Source: an optimization exercise on an open RTL-to-GDS flow (aim: small area, a short achievable clock period and few clock cycles per item). Production flows keep margins and buffers that such runs may drop. RTL that was checked went through simulation tests only; none was proved equivalent to the original. Function not checked in run 1: the RTL went through the layout flow alone. Power figures rest on the tool's default switching activity, not on a simulated workload.

==> flow/design.v (outline; a module is shown in full before it is edited, if it fits) <==
// module mhdg_wrap: 19 lines
// module magnetometer_heading_core: 2439 lines
module magnetometer_heading_core #(
    parameter int CORDIC_STEPS = mhdg_pkg::CORDIC_STEPS_DEF,
    parameter int SAMPLE_WIDTH = mhdg_pkg::SAMPLE_WIDTH_DEF
) (
    input  logic                                i_clk,
    input  logic                                i_rst_n,
    input  logic                                i_s_tvalid,
    output logic                                o_s_tready,
    input  logic [mhdg_pkg::S_TDATA_W-1:0]      i_s_tdata,    
    input  logic                                i_s_tuser,    
    output logic                                o_m_tvalid,
    input  logic                                i_m_tready,
    output logic [mhdg_pkg::M_TDATA_W-1:0]      o_m_tdata,    
    input  logic                                i_cfg_we,
    input  logic [mhdg_pkg::CFG_IDX_W-1:0]      i_cfg_idx,
    input  logic [mhdg_pkg::CFG_DATA_W-1:0]     i_cfg_data
);
  // ...
==> flow/run.sh <==
#!/bin/bash
# synth_recipe.tcl (not shown) runs the flow's synth.tcl, then flattens the netlist and writes it again
# the make line also repeats each setting of config.mk as NAME=value (left out here)
make -C /OpenROAD-flow-scripts/flow DESIGN_CONFIG=/design/flow/config.mk WORK_HOME=/design/flow/orfs CLKGATE_MAP_FILE= SYNTH_SCRIPT=/design/flow/synth_recipe.tcl finish
==> flow/config.mk <==
export PLATFORM = sky130hd
export DESIGN_NAME = magnetometer_heading_core
export DESIGN_NICKNAME = magnetometer_heading_core
export VERILOG_FILES = /design/flow/design.v
export SDC_FILE = /design/flow/constraint.sdc
export NUM_CORES = 4
export LEC_CHECK = 0
export CAP_MARGIN = 20
export CORE_MARGIN = 2
export CORE_UTILIZATION = 40
export SLEW_MARGIN = 20
==> flow/constraint.sdc <==
create_clock -name core_clock -period 13.0 [get_ports {i_clk}]
set_input_delay 2.6000 -clock core_clock [delete_from_list [all_inputs] [get_ports {i_clk}]]
set_output_delay 2.6000 -clock core_clock [all_outputs]
set_load 0.01 [all_outputs]
==> flow_summary.rst, run 1 <==
.. list-table::
   :header-rows: 1

   * - Metric
     - Value
   * - Area fraction in compound gates after synthesis
     - about 11%
   * - Worst setup margin
     - 7.89 ns
   * - Slowest cell delay on critical path
     - 0.95 ns
   * - Standard cell with the maximum stage delay on the critical path
     - clkdlybuf4s50_1
   * - Timing-limited maximum frequency
     - around 200 MHz
   * - Fraction of final layout cells sized beyond drive strength 1
     - ~4.3%
   * - Endpoint required time on the critical path
     - 10.40 ns
   * - Yosys warning count
     - 2
   * - Flip-flop cell with the highest count after synthesis
     - edfxtp_1
   * - Portion of the layout cell area used by non-clock buffers
     - ~1.3%
   * - Main combinational cell family by area after synthesis
     - adder cells
   * - FP Rows
     - around 180
   * - Number of cells on the worst reg-to-reg path
     - 10
   * - Top routing layer used
     - met5
   * - Basic-gate share of the synthesized area counting and, or, nand and nor cells
     - a little over an eighth
   * - Multi-input combinational area share
     - a little over 50%
   * - Number of flops mapped to enable cells by yosys
     - 1,143
   * - Die Ht
     - a little over 500 um
   * - Multi-input comb cells
     - between 6k and 7k
   * - Wire length of the first global-routing pass
     - 383,000 um
   * - Antenna Violating Nets Remaining
     - 0
   * - Met2 global-route usage
     - between 30% and 40%
   * - Number of diodes
     - 2
   * - Mux cell area share after synthesis
     - between 1 and 1.5%
   * - First element of the critical path
     - r_adv
   * - GRT Overall Usage
     - a little under a fifth
   * - Status
     - no timing/DRC/antenna violations
   * - Drt wl/cell
     - around 18 um
==> run 2: changes to the inputs <==
--- a/flow/design.v
+++ b/flow/design.v
@@ -105,17 +105,17 @@
     output logic [mhdg_pkg::M_TDATA_W-1:0]      o_m_tdata,    
     input  logic                                i_cfg_we,
     input  logic [mhdg_pkg::CFG_IDX_W-1:0]      i_cfg_idx,
     input  logic [mhdg_pkg::CFG_DATA_W-1:0]     i_cfg_data
 );
     logic [15:0] r_bias_x, r_bias_y;
     logic [23:0] r_gain_x, r_gain_y;
     logic        r_swap;
-    logic        r_adv;
+    logic        r_adv, r_rdy;
     logic        r0_v, r0_op;
     logic [15:0] r0_raw_x, r0_raw_y;
     logic [8:0]  w_deg;
     logic        w_op;
     logic        w_push;
     logic        r_cfg_we;
     logic [2:0]  r_cfg_idx;
     logic [23:0] r_cfg_data;
@@ -140,36 +140,38 @@
                     3'd2: r_gain_x <= r_cfg_data;
                     3'd3: r_gain_y <= r_cfg_data;
                     3'd4: r_swap   <= r_cfg_data[0];
                     default: ;
                 endcase
             end
         end
     end
-    assign o_s_tready = r_adv;
+    assign o_s_tready = r_rdy;
     always_ff @(posedge i_clk) begin
         if (r_adv) begin
             r0_raw_x <= i_s_tdata[15:0];
             r0_raw_y <= i_s_tdata[31:16];
             r0_op    <= i_s_tuser;
         end
     end
     always_ff @(posedge i_clk) begin
         if (!i_rst_n)   r0_v <= 1'b0;
-        else if (r_adv) r0_v <= i_s_tvalid;
+        else if (r_adv) r0_v <= i_s_tvalid && r_rdy;
     end
     logic [0:0] w0_nx;
     logic [15:0] w0_ax;
     logic [0:0] w0_ny;
     logic [15:0] w0_ay;
     logic [39:0] w1_rax;
     logic [39:0] w1_rbx;
     logic [39:0] w1_ray;
     logic [39:0] w1_rby;
+    logic [39:0] w1_rcx;
+    logic [39:0] w1_rcy;
     logic [15:0] w2_mx;
     logic [0:0] w2_sx;
     logic [15:0] w2_my;
     logic [0:0] w2_sy;
     logic [15:0] w3_x0;
     logic [15:0] w3_t0;
     logic [0:0] w3_sg;
     logic [0:0] w3_qp;
@@ -232,16 +234,18 @@
     logic [15:0] r1_ay;
     logic [0:0] r2_op;
     logic [0:0] r2_nx;
     logic [0:0] r2_ny;
     logic [39:0] r2_rax;
     logic [39:0] r2_rbx;
     logic [39:0] r2_ray;
     logic [39:0] r2_rby;
+    logic [39:0] r2_rcx;
+    logic [39:0] r2_rcy;
     logic [0:0] r3_op;
     logic [15:0] r3_mx;
     logic [0:0] r3_sx;
     logic [15:0] r3_my;
     logic [0:0] r3_sy;
     logic [0:0] r4_op;
     logic [15:0] r4_x0;
     logic [15:0] r4_t0;
@@ -1065,90 +1069,19 @@
     wire w1_tx565 = (w1_tx492) ^ (w1_tx494) ^ (w1_tx495);
     wire w1_tx566 = ((w1_tx492) & (w1_tx494)) | ((w1_tx492) & (w1_tx495)) | ((w1_tx494) & (w1_tx495));
     wire w1_tx567 = (w1_tx496) ^ (w1_tx498) ^ (w1_tx499);
     wire w1_tx568 = ((w1_tx496) & (w1_tx498)) | ((w1_tx496) & (w1_tx499)) | ((w1_tx498) & (w1_tx499));
     wire w1_tx569 = (w1_tx500) ^ (w1_tx502) ^ (w1_tx503);
     wire w1_tx570 = ((w1_tx500) & (w1_tx502)) | ((w1_tx500) & (w1_tx503)) | ((w1_tx502) & (w1_tx503));
     wire w1_tx571 = (w1_tx504) ^ (r1_ax[13] & r_gain_x[23]) ^ (r1_ax[14] & r_gain_x[22]);
     wire w1_tx572 = ((w1_tx504) & (r1_ax[13] & r_gain_x[23])) | ((w1_tx504) & (r1_ax[14] & r_gain_x[22])) | ((r1_ax[13] & r_gain_x[23]) & (r1_ax[14] & r_gain_x[22]));
-    wire w1_tx573 = (r1_ax[0] & r_gain_x[2]) ^ (r1_ax[1] & r_gain_x[1]);
-    wire w1_tx574 = (r1_ax[0] & r_gain_x[2]) & (r1_ax[1] & r_gain_x[1]);
-    wire w1_tx575 = (w1_tx505) ^ (r1_ax[2] & r_gain_x[1]) ^ (r1_ax[3] & r_gain_x[0]);
-    wire w1_tx576 = ((w1_tx505) & (r1_ax[2] & r_gain_x[1])) | ((w1_tx505) & (r1_ax[3] & r_gain_x[0])) | ((r1_ax[2] & r_gain_x[1]) & (r1_ax[3] & r_gain_x[0]));
-    wire w1_tx577 = (w1_tx506) ^ (w1_tx507) ^ (r1_ax[4] & r_gain_x[0]);
-    wire w1_tx578 = ((w1_tx506) & (w1_tx507)) | ((w1_tx506) & (r1_ax[4] & r_gain_x[0])) | ((w1_tx507) & (r1_ax[4] & r_gain_x[0]));
-    wire w1_tx579 = (w1_tx508) ^ (w1_tx509) ^ (r1_ax[5] & r_gain_x[0]);
-    wire w1_tx580 = ((w1_tx508) & (w1_tx509)) | ((w1_tx508) & (r1_ax[5] & r_gain_x[0])) | ((w1_tx509) & (r1_ax[5] & r_gain_x[0]));
-    wire w1_tx581 = (w1_tx510) ^ (w1_tx511) ^ (w1_tx389);
-    wire w1_tx582 = ((w1_tx510) & (w1_tx511)) | ((w1_tx510) & (w1_tx389)) | ((w1_tx511) & (w1_tx389));
-    wire w1_tx583 = (w1_tx512) ^ (w1_tx513) ^ (w1_tx393);
-    wire w1_tx584 = ((w1_tx512) & (w1_tx513)) | ((w1_tx512) & (w1_tx393)) | ((w1_tx513) & (w1_tx393));
-    wire w1_tx585 = (w1_tx514) ^ (w1_tx515) ^ (w1_tx397);
-    wire w1_tx586 = ((w1_tx514) & (w1_tx515)) | ((w1_tx514) & (w1_tx397)) | ((w1_tx515) & (w1_tx397));
-    wire w1_tx587 = (w1_tx516) ^ (w1_tx517) ^ (w1_tx401);
-    wire w1_tx588 = ((w1_tx516) & (w1_tx517)) | ((w1_tx516) & (w1_tx401)) | ((w1_tx517) & (w1_tx401));
-    wire w1_tx589 = (w1_tx518) ^ (w1_tx519) ^ (w1_tx405);
-    wire w1_tx590 = ((w1_tx518) & (w1_tx519)) | ((w1_tx518) & (w1_tx405)) | ((w1_tx519) & (w1_tx405));
-    wire w1_tx591 = (w1_tx520) ^ (w1_tx521) ^ (w1_tx409);
-    wire w1_tx592 = ((w1_tx520) & (w1_tx521)) | ((w1_tx520) & (w1_tx409)) | ((w1_tx521) & (w1_tx409));
-    wire w1_tx593 = (w1_tx522) ^ (w1_tx523) ^ (w1_tx413);
-    wire w1_tx594 = ((w1_tx522) & (w1_tx523)) | ((w1_tx522) & (w1_tx413)) | ((w1_tx523) & (w1_tx413));
-    wire w1_tx595 = (w1_tx524) ^ (w1_tx525) ^ (w1_tx417);
-    wire w1_tx596 = ((w1_tx524) & (w1_tx525)) | ((w1_tx524) & (w1_tx417)) | ((w1_tx525) & (w1_tx417));
-    wire w1_tx597 = (w1_tx526) ^ (w1_tx527) ^ (w1_tx421);
-    wire w1_tx598 = ((w1_tx526) & (w1_tx527)) | ((w1_tx526) & (w1_tx421)) | ((w1_tx527) & (w1_tx421));
-    wire w1_tx599 = (w1_tx528) ^ (w1_tx529) ^ (w1_tx425);
-    wire w1_tx600 = ((w1_tx528) & (w1_tx529)) | ((w1_tx528) & (w1_tx425)) | ((w1_tx529) & (w1_tx425));
-    wire w1_tx601 = (w1_tx530) ^ (w1_tx531) ^ (w1_tx429);
-    wire w1_tx602 = ((w1_tx530) & (w1_tx531)) | ((w1_tx530) & (w1_tx429)) | ((w1_tx531) & (w1_tx429));
-    wire w1_tx603 = (w1_tx532) ^ (w1_tx533) ^ (w1_tx433);
-    wire w1_tx604 = ((w1_tx532) & (w1_tx533)) | ((w1_tx532) & (w1_tx433)) | ((w1_tx533) & (w1_tx433));
-    wire w1_tx605 = (w1_tx534) ^ (w1_tx535) ^ (w1_tx437);
-    wire w1_tx606 = ((w1_tx534) & (w1_tx535)) | ((w1_tx534) & (w1_tx437)) | ((w1_tx535) & (w1_tx437));
-    wire w1_tx607 = (w1_tx536) ^ (w1_tx537) ^ (w1_tx441);
-    wire w1_tx608 = ((w1_tx536) & (w1_tx537)) | ((w1_tx536) & (w1_tx441)) | ((w1_tx537) & (w1_tx441));
-    wire w1_tx609 = (w1_tx538) ^ (w1_tx539) ^ (w1_tx445);
-    wire w1_tx610 = ((w1_tx538) & (w1_tx539)) | ((w1_tx538) & (w1_tx445)) | ((w1_tx539) & (w1_tx445));
-    wire w1_tx611 = (w1_tx540) ^ (w1_tx541) ^ (w1_tx449);
-    wire w1_tx612 = ((w1_tx540) & (w1_tx541)) | ((w1_tx540) & (w1_tx449)) | ((w1_tx541) & (w1_tx449));
-    wire w1_tx613 = (w1_tx542) ^ (w1_tx543) ^ (w1_tx453);
-    wire w1_tx614 = ((w1_tx542) & (w1_tx543)) | ((w1_tx542) & (w1_tx453)) | ((w1_tx543) & (w1_tx453));
-    wire w1_tx615 = (w1_tx544) ^ (w1_tx545) ^ (w1_tx457);
-    wire w1_tx616 = ((w1_tx544) & (w1_tx545)) | ((w1_tx544) & (w1_tx457)) | ((w1_tx545) & (w1_tx457));
-    wire w1_tx617 = (w1_tx546) ^ (w1_tx547) ^ (w1_tx461);
-    wire w1_tx618 = ((w1_tx546) & (w1_tx547)) | ((w1_tx546) & (w1_tx461)) | ((w1_tx547) & (w1_tx461));
-    wire w1_tx619 = (w1_tx548) ^ (w1_tx549) ^ (w1_tx465);
-    wire w1_tx620 = ((w1_tx548) & (w1_tx549)) | ((w1_tx548) & (w1_tx465)) | ((w1_tx549) & (w1_tx465));
-    wire w1_tx621 = (w1_tx550) ^ (w1_tx551) ^ (w1_tx469);
-    wire w1_tx622 = ((w1_tx550) & (w1_tx551)) | ((w1_tx550) & (w1_tx469)) | ((w1_tx551) & (w1_tx469));
-    wire w1_tx623 = (w1_tx552) ^ (w1_tx553) ^ (w1_tx473);
-    wire w1_tx624 = ((w1_tx552) & (w1_tx553)) | ((w1_tx552) & (w1_tx473)) | ((w1_tx553) & (w1_tx473));
-    wire w1_tx625 = (w1_tx554) ^ (w1_tx555) ^ (w1_tx477);
-    wire w1_tx626 = ((w1_tx554) & (w1_tx555)) | ((w1_tx554) & (w1_tx477)) | ((w1_tx555) & (w1_tx477));
-    wire w1_tx627 = (w1_tx556) ^ (w1_tx557) ^ (w1_tx481);
-    wire w1_tx628 = ((w1_tx556) & (w1_tx557)) | ((w1_tx556) & (w1_tx481)) | ((w1_tx557) & (w1_tx481));
-    wire w1_tx629 = (w1_tx558) ^ (w1_tx559) ^ (w1_tx485);
-    wire w1_tx630 = ((w1_tx558) & (w1_tx559)) | ((w1_tx558) & (w1_tx485)) | ((w1_tx559) & (w1_tx485));
-    wire w1_tx631 = (w1_tx560) ^ (w1_tx561) ^ (w1_tx489);
-    wire w1_tx632 = ((w1_tx560) & (w1_tx561)) | ((w1_tx560) & (w1_tx489)) | ((w1_tx561) & (w1_tx489));
-    wire w1_tx633 = (w1_tx562) ^ (w1_tx563) ^ (w1_tx493);
-    wire w1_tx634 = ((w1_tx562) & (w1_tx563)) | ((w1_tx562) & (w1_tx493)) | ((w1_tx563) & (w1_tx493));
-    wire w1_tx635 = (w1_tx564) ^ (w1_tx565) ^ (w1_tx497);
-    wire w1_tx636 = ((w1_tx564) & (w1_tx565)) | ((w1_tx564) & (w1_tx497)) | ((w1_tx565) & (w1_tx497));
-    wire w1_tx637 = (w1_tx566) ^ (w1_tx567) ^ (w1_tx501);
-    wire w1_tx638 = ((w1_tx566) & (w1_tx567)) | ((w1_tx566) & (w1_tx501)) | ((w1_tx567) & (w1_tx501));
-    wire w1_tx639 = (w1_tx568) ^ (w1_tx569) ^ (r1_ax[15] & r_gain_x[20]);
-    wire w1_tx640 = ((w1_tx568) & (w1_tx569)) | ((w1_tx568) & (r1_ax[15] & r_gain_x[20])) | ((w1_tx569) & (r1_ax[15] & r_gain_x[20]));
-    wire w1_tx641 = (w1_tx570) ^ (w1_tx571) ^ (r1_ax[15] & r_gain_x[21]);
-    wire w1_tx642 = ((w1_tx570) & (w1_tx571)) | ((w1_tx570) & (r1_ax[15] & r_gain_x[21])) | ((w1_tx571) & (r1_ax[15] & r_gain_x[21]));
-    wire w1_tx643 = (w1_tx572) ^ (r1_ax[14] & r_gain_x[23]) ^ (r1_ax[15] & r_gain_x[22]);
-    wire w1_tx644 = ((w1_tx572) & (r1_ax[14] & r_gain_x[23])) | ((w1_tx572) & (r1_ax[15] & r_gain_x[22])) | ((r1_ax[14] & r_gain_x[23]) & (r1_ax[15] & r_gain_x[22]));
-    assign w1_rax = {1'b0, w1_tx644, w1_tx642, w1_tx640, w1_tx638, w1_tx636, w1_tx634, w1_tx632, w1_tx630, w1_tx628, w1_tx626, w1_tx624, w1_tx622, w1_tx620, w1_tx618, w1_tx616, w1_tx614, w1_tx612, w1_tx610, w1_tx608, w1_tx606, w1_tx604, w1_tx602, w1_tx600, w1_tx598, w1_tx596, w1_tx594, w1_tx592, w1_tx590, w1_tx588, w1_tx586, w1_tx584, w1_tx582, w1_tx580, w1_tx578, w1_tx576, w1_tx574, w1_tx573, r1_ax[0] & r_gain_x[1], r1_ax[0] & r_gain_x[0]};
-    assign w1_rbx = {1'b0, r1_ax[15] & r_gain_x[23], w1_tx643, w1_tx641, w1_tx639, w1_tx637, w1_tx635, w1_tx633, w1_tx631, w1_tx629, w1_tx627, w1_tx625, w1_tx623, w1_tx621, w1_tx619, w1_tx617, w1_tx615, w1_tx613, w1_tx611, w1_tx609, w1_tx607, w1_tx605, w1_tx603, w1_tx601, w1_tx599, w1_tx597, w1_tx595, w1_tx593, w1_tx591, w1_tx589, w1_tx587, w1_tx585, w1_tx583, w1_tx581, w1_tx579, w1_tx577, w1_tx575, r1_ax[2] & r_gain_x[0], r1_ax[1] & r_gain_x[0], 1'b0};
+    assign w1_rcx = {1'b0, 1'b0, r1_ax[15] & r_gain_x[22], r1_ax[15] & r_gain_x[21], r1_ax[15] & r_gain_x[20], w1_tx501, w1_tx497, w1_tx493, w1_tx489, w1_tx485, w1_tx481, w1_tx477, w1_tx473, w1_tx469, w1_tx465, w1_tx461, w1_tx457, w1_tx453, w1_tx449, w1_tx445, w1_tx441, w1_tx437, w1_tx433, w1_tx429, w1_tx425, w1_tx421, w1_tx417, w1_tx413, w1_tx409, w1_tx405, w1_tx401, w1_tx397, w1_tx393, w1_tx389, r1_ax[5] & r_gain_x[0], r1_ax[4] & r_gain_x[0], r1_ax[3] & r_gain_x[0], r1_ax[2] & r_gain_x[0], 1'b0, 1'b0};
+    assign w1_rax = {1'b0, r1_ax[15] & r_gain_x[23], w1_tx572, w1_tx570, w1_tx568, w1_tx566, w1_tx564, w1_tx562, w1_tx560, w1_tx558, w1_tx556, w1_tx554, w1_tx552, w1_tx550, w1_tx548, w1_tx546, w1_tx544, w1_tx542, w1_tx540, w1_tx538, w1_tx536, w1_tx534, w1_tx532, w1_tx530, w1_tx528, w1_tx526, w1_tx524, w1_tx522, w1_tx520, w1_tx518, w1_tx516, w1_tx514, w1_tx512, w1_tx510, w1_tx508, w1_tx506, w1_tx505, r1_ax[0] & r_gain_x[2], r1_ax[0] & r_gain_x[1], r1_ax[0] & r_gain_x[0]};
+    assign w1_rbx = {1'b0, 1'b0, r1_ax[14] & r_gain_x[23], w1_tx571, w1_tx569, w1_tx567, w1_tx565, w1_tx563, w1_tx561, w1_tx559, w1_tx557, w1_tx555, w1_tx553, w1_tx551, w1_tx549, w1_tx547, w1_tx545, w1_tx543, w1_tx541, w1_tx539, w1_tx537, w1_tx535, w1_tx533, w1_tx531, w1_tx529, w1_tx527, w1_tx525, w1_tx523, w1_tx521, w1_tx519, w1_tx517, w1_tx515, w1_tx513, w1_tx511, w1_tx509, w1_tx507, r1_ax[2] & r_gain_x[1], r1_ax[1] & r_gain_x[1], r1_ax[1] & r_gain_x[0], 1'b0};
     wire w1_ty1 = (r1_ay[0] & r_gain_y[13]) ^ (r1_ay[1] & r_gain_y[12]);
     wire w1_ty2 = (r1_ay[0] & r_gain_y[13]) & (r1_ay[1] & r_gain_y[12]);
     wire w1_ty3 = (r1_ay[0] & r_gain_y[14]) ^ (r1_ay[1] & r_gain_y[13]) ^ (r1_ay[2] & r_gain_y[12]);
     wire w1_ty4 = ((r1_ay[0] & r_gain_y[14]) & (r1_ay[1] & r_gain_y[13])) | ((r1_ay[0] & r_gain_y[14]) & (r1_ay[2] & r_gain_y[12])) | ((r1_ay[1] & r_gain_y[13]) & (r1_ay[2] & r_gain_y[12]));
     wire w1_ty5 = (r1_ay[3] & r_gain_y[11]) ^ (r1_ay[4] & r_gain_y[10]);
     wire w1_ty6 = (r1_ay[3] & r_gain_y[11]) & (r1_ay[4] & r_gain_y[10]);
     wire w1_ty7 = (r1_ay[0] & r_gain_y[15]) ^ (r1_ay[1] & r_gain_y[14]) ^ (r1_ay[2] & r_gain_y[13]);
     wire w1_ty8 = ((r1_ay[0] & r_gain_y[15]) & (r1_ay[1] & r_gain_y[14])) | ((r1_ay[0] & r_gain_y[15]) & (r1_ay[2] & r_gain_y[13])) | ((r1_ay[1] & r_gain_y[14]) & (r1_ay[2] & r_gain_y[13]));
@@ -1711,96 +1644,29 @@
     wire w1_ty565 = (w1_ty492) ^ (w1_ty494) ^ (w1_ty495);
     wire w1_ty566 = ((w1_ty492) & (w1_ty494)) | ((w1_ty492) & (w1_ty495)) | ((w1_ty494) & (w1_ty495));
     wire w1_ty567 = (w1_ty496) ^ (w1_ty498) ^ (w1_ty499);
     wire w1_ty568 = ((w1_ty496) & (w1_ty498)) | ((w1_ty496) & (w1_ty499)) | ((w1_ty498) & (w1_ty499));
     wire w1_ty569 = (w1_ty500) ^ (w1_ty502) ^ (w1_ty503);
     wire w1_ty570 = ((w1_ty500) & (w1_ty502)) | ((w1_ty500) & (w1_ty503)) | ((w1_ty502) & (w1_ty503));
     wire w1_ty571 = (w1_ty504) ^ (r1_ay[13] & r_gain_y[23]) ^ (r1_ay[14] & r_gain_y[22]);
     wire w1_ty572 = ((w1_ty504) & (r1_ay[13] & r_gain_y[23])) | ((w1_ty504) & (r1_ay[14] & r_gain_y[22])) | ((r1_ay[13] & r_gain_y[23]) & (r1_ay[14] & r_gain_y[22]));
-    wire w1_ty573 = (r1_ay[0] & r_gain_y[2]) ^ (r1_ay[1] & r_gain_y[1]);
-    wire w1_ty574 = (r1_ay[0] & r_gain_y[2]) & (r1_ay[1] & r_gain_y[1]);
-    wire w1_ty575 = (w1_ty505) ^ (r1_ay[2] & r_gain_y[1]) ^ (r1_ay[3] & r_gain_y[0]);
-    wire w1_ty576 = ((w1_ty505) & (r1_ay[2] & r_gain_y[1])) | ((w1_ty505) & (r1_ay[3] & r_gain_y[0])) | ((r1_ay[2] & r_gain_y[1]) & (r1_ay[3] & r_gain_y[0]));
-    wire w1_ty577 = (w1_ty506) ^ (w1_ty507) ^ (r1_ay[4] & r_gain_y[0]);
-    wire w1_ty578 = ((w1_ty506) & (w1_ty507)) | ((w1_ty506) & (r1_ay[4] & r_gain_y[0])) | ((w1_ty507) & (r1_ay[4] & r_gain_y[0]));
-    wire w1_ty579 = (w1_ty508) ^ (w1_ty509) ^ (r1_ay[5] & r_gain_y[0]);
-    wire w1_ty580 = ((w1_ty508) & (w1_ty509)) | ((w1_ty508) & (r1_ay[5] & r_gain_y[0])) | ((w1_ty509) & (r1_ay[5] & r_gain_y[0]));
-    wire w1_ty581 = (w1_ty510) ^ (w1_ty511) ^ (w1_ty389);
-    wire w1_ty582 = ((w1_ty510) & (w1_ty511)) | ((w1_ty510) & (w1_ty389)) | ((w1_ty511) & (w1_ty389));
-    wire w1_ty583 = (w1_ty512) ^ (w1_ty513) ^ (w1_ty393);
-    wire w1_ty584 = ((w1_ty512) & (w1_ty513)) | ((w1_ty512) & (w1_ty393)) | ((w1_ty513) & (w1_ty393));
-    wire w1_ty585 = (w1_ty514) ^ (w1_ty515) ^ (w1_ty397);
-    wire w1_ty586 = ((w1_ty514) & (w1_ty515)) | ((w1_ty514) & (w1_ty397)) | ((w1_ty515) & (w1_ty397));
-    wire w1_ty587 = (w1_ty516) ^ (w1_ty517) ^ (w1_ty401);
-    wire w1_ty588 = ((w1_ty516) & (w1_ty517)) | ((w1_ty516) & (w1_ty401)) | ((w1_ty517) & (w1_ty401));
-    wire w1_ty589 = (w1_ty518) ^ (w1_ty519) ^ (w1_ty405);
-    wire w1_ty590 = ((w1_ty518) & (w1_ty519)) | ((w1_ty518) & (w1_ty405)) | ((w1_ty519) & (w1_ty405));
-    wire w1_ty591 = (w1_ty520) ^ (w1_ty521) ^ (w1_ty409);
-    wire w1_ty592 = ((w1_ty520) & (w1_ty521)) | ((w1_ty520) & (w1_ty409)) | ((w1_ty521) & (w1_ty409));
-    wire w1_ty593 = (w1_ty522) ^ (w1_ty523) ^ (w1_ty413);
-    wire w1_ty594 = ((w1_ty522) & (w1_ty523)) | ((w1_ty522) & (w1_ty413)) | ((w1_ty523) & (w1_ty413));
-    wire w1_ty595 = (w1_ty524) ^ (w1_ty525) ^ (w1_ty417);
-    wire w1_ty596 = ((w1_ty524) & (w1_ty525)) | ((w1_ty524) & (w1_ty417)) | ((w1_ty525) & (w1_ty417));
-    wire w1_ty597 = (w1_ty526) ^ (w1_ty527) ^ (w1_ty421);
-    wire w1_ty598 = ((w1_ty526) & (w1_ty527)) | ((w1_ty526) & (w1_ty421)) | ((w1_ty527) & (w1_ty421));
-    wire w1_ty599 = (w1_ty528) ^ (w1_ty529) ^ (w1_ty425);
-    wire w1_ty600 = ((w1_ty528) & (w1_ty529)) | ((w1_ty528) & (w1_ty425)) | ((w1_ty529) & (w1_ty425));
-    wire w1_ty601 = (w1_ty530) ^ (w1_ty531) ^ (w1_ty429);
-    wire w1_ty602 = ((w1_ty530) & (w1_ty531)) | ((w1_ty530) & (w1_ty429)) | ((w1_ty531) & (w1_ty429));
-    wire w1_ty603 = (w1_ty532) ^ (w1_ty533) ^ (w1_ty433);
-    wire w1_ty604 = ((w1_ty532) & (w1_ty533)) | ((w1_ty532) & (w1_ty433)) | ((w1_ty533) & (w1_ty433));
-    wire w1_ty605 = (w1_ty534) ^ (w1_ty535) ^ (w1_ty437);
-    wire w1_ty606 = ((w1_ty534) & (w1_ty535)) | ((w1_ty534) & (w1_ty437)) | ((w1_ty535) & (w1_ty437));
-    wire w1_ty607 = (w1_ty536) ^ (w1_ty537) ^ (w1_ty441);
-    wire w1_ty608 = ((w1_ty536) & (w1_ty537)) | ((w1_ty536) & (w1_ty441)) | ((w1_ty537) & (w1_ty441));
-    wire w1_ty609 = (w1_ty538) ^ (w1_ty539) ^ (w1_ty445);
-    wire w1_ty610 = ((w1_ty538) & (w1_ty539)) | ((w1_ty538) & (w1_ty445)) | ((w1_ty539) & (w1_ty445));
-    wire w1_ty611 = (w1_ty540) ^ (w1_ty541) ^ (w1_ty449);
-    wire w1_ty612 = ((w1_ty540) & (w1_ty541)) | ((w1_ty540) & (w1_ty449)) | ((w1_ty541) & (w1_ty449));
-    wire w1_ty613 = (w1_ty542) ^ (w1_ty543) ^ (w1_ty453);
-    wire w1_ty614 = ((w1_ty542) & (w1_ty543)) | ((w1_ty542) & (w1_ty453)) | ((w1_ty543) & (w1_ty453));
-    wire w1_ty615 = (w1_ty544) ^ (w1_ty545) ^ (w1_ty457);
-    wire w1_ty616 = ((w1_ty544) & (w1_ty545)) | ((w1_ty544) & (w1_ty457)) | ((w1_ty545) & (w1_ty457));
-    wire w1_ty617 = (w1_ty546) ^ (w1_ty547) ^ (w1_ty461);
-    wire w1_ty618 = ((w1_ty546) & (w1_ty547)) | ((w1_ty546) & (w1_ty461)) | ((w1_ty547) & (w1_ty461));
-    wire w1_ty619 = (w1_ty548) ^ (w1_ty549) ^ (w1_ty465);
-    wire w1_ty620 = ((w1_ty548) & (w1_ty549)) | ((w1_ty548) & (w1_ty465)) | ((w1_ty549) & (w1_ty465));
-    wire w1_ty621 = (w1_ty550) ^ (w1_ty551) ^ (w1_ty469);
-    wire w1_ty622 = ((w1_ty550) & (w1_ty551)) | ((w1_ty550) & (w1_ty469)) | ((w1_ty551) & (w1_ty469));
-    wire w1_ty623 = (w1_ty552) ^ (w1_ty553) ^ (w1_ty473);
-    wire w1_ty624 = ((w1_ty552) & (w1_ty553)) | ((w1_ty552) & (w1_ty473)) | ((w1_ty553) & (w1_ty473));
-    wire w1_ty625 = (w1_ty554) ^ (w1_ty555) ^ (w1_ty477);
-    wire w1_ty626 = ((w1_ty554) & (w1_ty555)) | ((w1_ty554) & (w1_ty477)) | ((w1_ty555) & (w1_ty477));
-    wire w1_ty627 = (w1_ty556) ^ (w1_ty557) ^ (w1_ty481);
-    wire w1_ty628 = ((w1_ty556) & (w1_ty557)) | ((w1_ty556) & (w1_ty481)) | ((w1_ty557) & (w1_ty481));
-    wire w1_ty629 = (w1_ty558) ^ (w1_ty559) ^ (w1_ty485);
-    wire w1_ty630 = ((w1_ty558) & (w1_ty559)) | ((w1_ty558) & (w1_ty485)) | ((w1_ty559) & (w1_ty485));
-    wire w1_ty631 = (w1_ty560) ^ (w1_ty561) ^ (w1_ty489);
-    wire w1_ty632 = ((w1_ty560) & (w1_ty561)) | ((w1_ty560) & (w1_ty489)) | ((w1_ty561) & (w1_ty489));
-    wire w1_ty633 = (w1_ty562) ^ (w1_ty563) ^ (w1_ty493);
-    wire w1_ty634 = ((w1_ty562) & (w1_ty563)) | ((w1_ty562) & (w1_ty493)) | ((w1_ty563) & (w1_ty493));
-    wire w1_ty635 = (w1_ty564) ^ (w1_ty565) ^ (w1_ty497);
-    wire w1_ty636 = ((w1_ty564) & (w1_ty565)) | ((w1_ty564) & (w1_ty497)) | ((w1_ty565) & (w1_ty497));
-    wire w1_ty637 = (w1_ty566) ^ (w1_ty567) ^ (w1_ty501);
-    wire w1_ty638 = ((w1_ty566) & (w1_ty567)) | ((w1_ty566) & (w1_ty501)) | ((w1_ty567) & (w1_ty501));
-    wire w1_ty639 = (w1_ty568) ^ (w1_ty569) ^ (r1_ay[15] & r_gain_y[20]);
-    wire w1_ty640 = ((w1_ty568) & (w1_ty569)) | ((w1_ty568) & (r1_ay[15] & r_gain_y[20])) | ((w1_ty569) & (r1_ay[15] & r_gain_y[20]));
-    wire w1_ty641 = (w1_ty570) ^ (w1_ty571) ^ (r1_ay[15] & r_gain_y[21]);
-    wire w1_ty642 = ((w1_ty570) & (w1_ty571)) | ((w1_ty570) & (r1_ay[15] & r_gain_y[21])) | ((w1_ty571) & (r1_ay[15] & r_gain_y[21]));
-    wire w1_ty643 = (w1_ty572) ^ (r1_ay[14] & r_gain_y[23]) ^ (r1_ay[15] & r_gain_y[22]);
-    wire w1_ty644 = ((w1_ty572) & (r1_ay[14] & r_gain_y[23])) | ((w1_ty572) & (r1_ay[15] & r_gain_y[22])) | ((r1_ay[14] & r_gain_y[23]) & (r1_ay[15] & r_gain_y[22]));
-    assign w1_ray = {1'b0, w1_ty644, w1_ty642, w1_ty640, w1_ty638, w1_ty636, w1_ty634, w1_ty632, w1_ty630, w1_ty628, w1_ty626, w1_ty624, w1_ty622, w1_ty620, w1_ty618, w1_ty616, w1_ty614, w1_ty612, w1_ty610, w1_ty608, w1_ty606, w1_ty604, w1_ty602, w1_ty600, w1_ty598, w1_ty596, w1_ty594, w1_ty592, w1_ty590, w1_ty588, w1_ty586, w1_ty584, w1_ty582, w1_ty580, w1_ty578, w1_ty576, w1_ty574, w1_ty573, r1_ay[0] & r_gain_y[1], r1_ay[0] & r_gain_y[0]};
-    assign w1_rby = {1'b0, r1_ay[15] & r_gain_y[23], w1_ty643, w1_ty641, w1_ty639, w1_ty637, w1_ty635, w1_ty633, w1_ty631, w1_ty629, w1_ty627, w1_ty625, w1_ty623, w1_ty621, w1_ty619, w1_ty617, w1_ty615, w1_ty613, w1_ty611, w1_ty609, w1_ty607, w1_ty605, w1_ty603, w1_ty601, w1_ty599, w1_ty597, w1_ty595, w1_ty593, w1_ty591, w1_ty589, w1_ty587, w1_ty585, w1_ty583, w1_ty581, w1_ty579, w1_ty577, w1_ty575, r1_ay[2] & r_gain_y[0], r1_ay[1] & r_gain_y[0], 1'b0};
-    wire [39:0] w2_px = r2_rax + r2_rbx;
+    assign w1_rcy = {1'b0, 1'b0, r1_ay[15] & r_gain_y[22], r1_ay[15] & r_gain_y[21], r1_ay[15] & r_gain_y[20], w1_ty501, w1_ty497, w1_ty493, w1_ty489, w1_ty485, w1_ty481, w1_ty477, w1_ty473, w1_ty469, w1_ty465, w1_ty461, w1_ty457, w1_ty453, w1_ty449, w1_ty445, w1_ty441, w1_ty437, w1_ty433, w1_ty429, w1_ty425, w1_ty421, w1_ty417, w1_ty413, w1_ty409, w1_ty405, w1_ty401, w1_ty397, w1_ty393, w1_ty389, r1_ay[5] & r_gain_y[0], r1_ay[4] & r_gain_y[0], r1_ay[3] & r_gain_y[0], r1_ay[2] & r_gain_y[0], 1'b0, 1'b0};
+    assign w1_ray = {1'b0, r1_ay[15] & r_gain_y[23], w1_ty572, w1_ty570, w1_ty568, w1_ty566, w1_ty564, w1_ty562, w1_ty560, w1_ty558, w1_ty556, w1_ty554, w1_ty552, w1_ty550, w1_ty548, w1_ty546, w1_ty544, w1_ty542, w1_ty540, w1_ty538, w1_ty536, w1_ty534, w1_ty532, w1_ty530, w1_ty528, w1_ty526, w1_ty524, w1_ty522, w1_ty520, w1_ty518, w1_ty516, w1_ty514, w1_ty512, w1_ty510, w1_ty508, w1_ty506, w1_ty505, r1_ay[0] & r_gain_y[2], r1_ay[0] & r_gain_y[1], r1_ay[0] & r_gain_y[0]};
+    assign w1_rby = {1'b0, 1'b0, r1_ay[14] & r_gain_y[23], w1_ty571, w1_ty569, w1_ty567, w1_ty565, w1_ty563, w1_ty561, w1_ty559, w1_ty557, w1_ty555, w1_ty553, w1_ty551, w1_ty549, w1_ty547, w1_ty545, w1_ty543, w1_ty541, w1_ty539, w1_ty537, w1_ty535, w1_ty533, w1_ty531, w1_ty529, w1_ty527, w1_ty525, w1_ty523, w1_ty521, w1_ty519, w1_ty517, w1_ty515, w1_ty513, w1_ty511, w1_ty509, w1_ty507, r1_ay[2] & r_gain_y[1], r1_ay[1] & r_gain_y[1], r1_ay[1] & r_gain_y[0], 1'b0};
+    wire [39:0] w2_csx = r2_rax ^ r2_rbx ^ r2_rcx;
+    wire [39:0] w2_ccx = {((r2_rax & r2_rbx) | (r2_rax & r2_rcx) | (r2_rbx & r2_rcx)), 1'b0};
+    wire [39:0] w2_px = w2_csx + w2_ccx;
     wire [23:0] w2_qx = w2_px[39:16];
     wire w2_bigx = (w2_qx[23:15] != 9'd0) && !(r2_nx && w2_qx == 24'd32768);
     assign w2_mx = w2_bigx ? (r2_nx ? 16'd32768 : 16'd32767) : w2_qx[15:0];
     assign w2_sx = r2_nx && (w2_qx != 24'd0);
-    wire [39:0] w2_py = r2_ray + r2_rby;
+    wire [39:0] w2_csy = r2_ray ^ r2_rby ^ r2_rcy;
+    wire [39:0] w2_ccy = {((r2_ray & r2_rby) | (r2_ray & r2_rcy) | (r2_rby & r2_rcy)), 1'b0};
+    wire [39:0] w2_py = w2_csy + w2_ccy;
     wire [23:0] w2_qy = w2_py[39:16];
     wire w2_bigy = (w2_qy[23:15] != 9'd0) && !(r2_ny && w2_qy == 24'd32768);
     assign w2_my = w2_bigy ? (r2_ny ? 16'd32768 : 16'd32767) : w2_qy[15:0];
     assign w2_sy = r2_ny && (w2_qy != 24'd0);
     wire w3_vsx = r_swap ? r3_sy : r3_sx;
     wire w3_vsy = r_swap ? r3_sx : r3_sy;
     wire [15:0] w3_vmx = r_swap ? r3_my : r3_mx;
     wire [15:0] w3_vmy = r_swap ? r3_mx : r3_my;
@@ -2191,16 +2057,18 @@
             r1_ay <= w0_ay;
             r2_op <= r1_op;
             r2_nx <= r1_nx;
             r2_ny <= r1_ny;
             r2_rax <= w1_rax;
             r2_rbx <= w1_rbx;
             r2_ray <= w1_ray;
             r2_rby <= w1_rby;
+            r2_rcx <= w1_rcx;
+            r2_rcy <= w1_rcy;
             r3_op <= r2_op;
             r3_mx <= w2_mx;
             r3_sx <= w2_sx;
             r3_my <= w2_my;
             r3_sy <= w2_sy;
             r4_op <= r3_op;
             r4_x0 <= w3_x0;
             r4_t0 <= w3_t0;
@@ -2494,31 +2362,28 @@
     always_ff @(posedge i_clk) begin
         if (!i_rst_n)    r_zero_offset <= '0;
         else if (w_push) r_zero_offset <= w_offset;
     end
     logic        r_o_v, r_k_v;
     logic [17:0] r_o_d, r_k_d;
     logic        w_take;
     assign w_take = r_o_v && i_m_tready;
+    logic        w_kv_next;
+    assign w_kv_next = r_k_v ? !w_take : (w_push && r_o_v && !w_take);
     always_ff @(posedge i_clk) begin
         if (!i_rst_n) begin
             r_o_v <= 1'b0;
             r_k_v <= 1'b0;
             r_adv <= 1'b1;
+            r_rdy <= 1'b0;
         end else begin
-            if (r_k_v) begin
-                if (w_take) begin
-                    r_k_v <= 1'b0;
-                    r_adv <= 1'b1;
-                end
-            end else if (w_push && r_o_v && !w_take) begin
-                r_k_v <= 1'b1;
-                r_adv <= 1'b0;
-            end
+            r_k_v <= w_kv_next;
+            r_adv <= !w_kv_next;
+            r_rdy <= !w_kv_next;
             if (w_push || r_k_v) r_o_v <= 1'b1;
             else if (w_take)     r_o_v <= 1'b0;
         end
     end
     always_ff @(posedge i_clk) begin
         if (r_k_v) begin
             if (w_take) r_o_d <= r_k_d;
         end else if (!r_o_v || w_take) begin
==> flow/config.mk (replaced) <==
export PLATFORM = sky130hd
export DESIGN_NAME = magnetometer_heading_core
export DESIGN_NICKNAME = magnetometer_heading_core
export VERILOG_FILES = /design/flow/design.v
export SDC_FILE = /design/flow/constraint.sdc
export NUM_CORES = 4
export LEC_CHECK = 0
export ABC_AREA = 1
export CAP_MARGIN = 20
export CORE_MARGIN = 2
export CORE_UTILIZATION = 40
export SLEW_MARGIN = 20
==> run 2 against run 1 <==
- global-route usage rose by 0.12 points
- hold slack got worse by 0.046 ns
- critical endpoint is now o_m_tdata[6]
- wire length is 9.1% higher
- non-clock buffer count increased by 20
- setup slack better by 0.64 ns
==> flow_summary.rst, run 2 <==
.. list-table::
   :header-rows: 1

   * - Metric
     - Value
   * - Biggest area contributors in the synthesized netlist
     - edfxtp_1 34%, fa_1 13%, nand2_1 9.1%
   * - Syn Area/Cell
     - 8.87 um2
   * - Cell total after placement
     - about 15k
   * - Most frequent standard cell in the layout excluding fill and tap cells
     - nand2_1
   * - PnR Total Power
     - 30.7 mW
   * - Yosys warning count
     - 2 (unchanged)
   * - Slowest cell delay on critical path
     - 0.68 ns (-0.27 ns)
   * - Register area share after synthesis
     - roughly two fifths
   * - Count of hold buffers inserted by post-cts repair
     - 0
   * - Mux cell area share after synthesis
     - 0.0756% (-1.2 points)
   * - Minimum clock period after layout
     - 4.47 ns
   * - Number of setup violations in the final report
     - 0
   * - Setup bufs post-CTS
     - 0
   * - Netlist area before placement
     - approximately 110,000 um2
   * - Static leakage power
     - 56.3 nW
   * - Final layout net count
     - between 10k and 15k
   * - Main combinational cell family by area after synthesis
     - adder cells
   * - Final std cells w/o fill
     - ~16k
   * - Relative area change from synthesis to final layout
     - 9.50%
   * - Number of endpoints with negative hold slack in the final report
     - 0
   * - Worst setup EP type
     - output pin
   * - Starting DRT DRC Count
     - 5,553
   * - Top-level I/O count
     - about 90
   * - Buffers from clock root to sink, at most
     - 4
   * - Number of flops mapped to enable cells by yosys
     - 1,213 (+6.1%)
   * - Die Outline Area
     - between 200,000 and 300,000 um2
   * - Drt wl/cell
     - 16.9 um (-8.1%)
   * - Flip-flop cell with the highest count after synthesis
     - edfxtp_1
   * - Leading cell types in the layout, fill and taps excluded
     - 2,581 x nand2_1, 2,226 x inv_1, 1,213 x edfxtp_1, 737 x ha_1, 727 x xor2_1
   * - Starting Density
     - roughly 40%
   * - Class of the most critical hold timing path
     - flip-flop to flip-flop
   * - Antenna violations before repair
     - 6
   * - Core area
     - 263,000 um2
   * - Placed Instance Area
     - roughly 110,000 um2
   * - Via density per instance
     - between 4 and 5
   * - XOR/XNOR Fraction of Synth Area
     - around 7.1%
   * - Clock transition at the register clock pins on the worst setup and hold paths after CTS
     - ~0.06 ns
   * - Number of gates resized after CTS
     - 0
   * - Detailed placement HPWL
     - slightly below 200,000 um
   * - Total wirelength of the detailed-routed design
     - 263,000 um
   * - Timing-limited maximum frequency
     - 224 MHz (+14%)
   * - Antenna Violating Nets Remaining
     - 0 (unchanged)
   * - Fin. max-slew vios
     - 0
   * - Clock tree from TritonCTS
     - done
   * - Setup tns final
     - 0 ns
   * - Number of global-route vias before repair
     - roughly 75k
   * - Port Buffer Count
     - 84
   * - Die Ht
     - 519 um (+3.0%)
   * - Overflow left after global routing
     - 0
   * - Cell class contributing the biggest share of worst-path delay
     - buffers and inverters
   * - Standard cell with the maximum stage delay on the critical path
     - clkdlybuf4s50_1
   * - DRC violation count after routing
     - 0
   * - Arrival time at the worst endpoint
     - ~1.9 ns
   * - Met1 Routed Length
     - between 100,000 and 150,000 um
   * - Clock Tree Root
     - clkbuf_16
   * - Setup repair after global routing missed its margin
     - no
   * - Number of different library cells in the post-synthesis netlist
     - 72
   * - H-tree lvl count
     - 4
   * - Area share of the leading cell type in the synthesized netlist
     - between 30% and 40%
   * - Power density normalized to cell area
     - approximately 260 nW/um2
   * - Yosys top cell by area
     - edfxtp_1
   * - Sink count of the clock tree
     - ~1.4k
   * - Critical Path Start Type
     - flip-flop
   * - Number of buffers inserted during clock tree synthesis
     - 170
   * - Registers with the most flip-flops
     - r2_rax x38, r2_ray x38
   * - Adder-cell share of the synthesized area
     - between 20% and 30%
   * - Endpoint required time on the critical path
     - 10.40 ns (about the same)
   * - Fraction of final layout cells sized beyond drive strength 1
     - 3.85% (-0.49 points)
   * - Basic-gate share of the synthesized area counting and, or, nand and nor cells
     - 15.5% (+2.1 points)
   * - IR drop worst, VDD
     - between 200 and 250 uV
   * - Number of flip-flops and latches in the synthesized netlist
     - 1,413
   * - Mapped Cells
     - between 10k and 15k
   * - Source-to-sink clock delay at the later pin of the worst-skew pair
     - slightly below 0.9 ns
   * - FP Rows
     - 188 (+2.7%)
   * - Die width
     - roughly 520 um
   * - Routability cong.
     - between 0.8 and 0.9
   * - Worst Path Class, Setup
     - flip-flop to output pin
   * - Top routing layer used
     - met5
   * - Post-route cell area
     - 116,000 um2
   * - Area fraction in compound gates after synthesis
     - 8.64% (-2.5 points)
   * - Remaining max-slew budget at the tightest pin
     - 26.2%
   * - Highest net fanout along the worst path
     - 1
   * - GRT Overall Usage
     - 19.1% (+0.12 points)
   * - Cell chain of the critical path
     - clkdlybuf4s50_1
   * - Final critical-path share of the clock period
     - approximately a third
   * - Metal3 WL
     - ~12,000 um
   * - Wire length of the first global-routing pass
     - 412,000 um (+7.5%)
   * - WL met2
     - roughly 130,000 um
   * - Fin Clk Skew
     - 0.0918 ns
   * - Vias
     - 76.4k
   * - WHS
     - between 0.3 and 0.4 ns
   * - Most common cell in the netlist
     - nand2_1
   * - Detailed-routing iteration count for the pre-antenna-repair pass
     - 6
   * - Number of max-cap violations
     - 0
   * - Post-synth ARST share
     - 0%
   * - Status
     - no timing/DRC/antenna violations
   * - WP buf/inv
     - 1
   * - Synth top cells by count
     - 2,581 x nand2_1, 2,226 x inv_1, 1,213 x edfxtp_1, 737 x ha_1, 727 x xor2_1
   * - Least-Margin Pin Slew
     - about 1.1 ns
   * - Maximum number of pins on one net before global-route repair
     - between 150 and 200
## run 2: report_power, final
part	switching [mW]	leakage [nW]	internal, mW	total [mW]
Sequential	1.32	14.2	7.65	8.98
Combinational	10.8	39.4	6.28	17.1
Clock	1.93	2.67	2.75	4.67
Total	14.0	56.3	16.7	30.7
## run 2: worst paths after layout
kind                  from           end  slack [ns]  cells past startpoint
hold reg to reg     r17_qn        r18_qn        0.34                      0
setup reg to reg  r1_ay[0]    r2_rby[20]        8.95                      7
setup / recovery  r_o_d[6]  o_m_tdata[6]        8.53                      1
hold / removal      r17_qn        r18_qn        0.34                      0
## run 2: layer usage
metal | vias up | track usage (%)
met4 | 2 | 6.54
met3 | 426 | 2.35
met1 | 36204 | 25.1
met2 | 1659 | 32.6
met5 | - | 0
li1 | 38136 | -
## run 2: cell families after synthesis
family                     Yosys count
and+or+nand+nor                   3991
buffers and inverters             2603
AOI/OAI and AO/OA                 1667
DFF                               1413
adders and majority gates         1400
xor gates and xnor gates           862
muxes                                8
other                                1
## run 2: layout make-up
type | instances | area, um2
fillers | 25767 | 147000
well taps | 3515 | 4400
clock buffers | 196 | 4490
diodes | 5 | 12.5
clock inverters | 103 | 931
inverters | 2257 | 8470
multi-input cells | 7934 | 55700
repair buffers | 168 | 1590
flip-flops and latches | 1413 | 40400
## run 2: per-stage QoR
step | utilization [%] | setup WS [ns]
2_1_floorplan | - | 1.66
3_3_place_gp | 42.0 | 8.69
3_5_place_dp | 42.0 | 8.66
4_1_cts | 44.1 | 8.34
5_1_grt | 44.1 | 8.36
6_report | 44.1 | 8.53
Testbench counts of run 2, summed over its fixed seeds: cycles 4,224, items 3,072.

==> static timing again, ports no longer ideal <==
In the flow no input, the clock included, has a driving cell. The finished layouts below were timed again as built, in two steps.
Step 1, drivers: a clkbuf_16 drives i_clk and a buf_2 each remaining input, both assumed.
Step 2 moves the port delays by t, midway between the first and last clock arrival at a register: inputs arrive t later, outputs are due t later. That takes back most of the time a late clock gives input paths.
a / b / c = ideal ports / drivers / drivers and shift; a / b = the first two.
run | t, ns | slack for setup (ns) | slew at the worst register clock pin (ns) | worst data-port slew with drivers (ns)
run 1 | 0.899 | 7.889 / 7.806 / 8.231 | 0.07 / 0.07 | 0.12
run 2 | 0.934 | 8.526 / 8.415 / 8.687 | 0.07 / 0.07 | 0.07
After both steps every run listed still meets setup and hold.
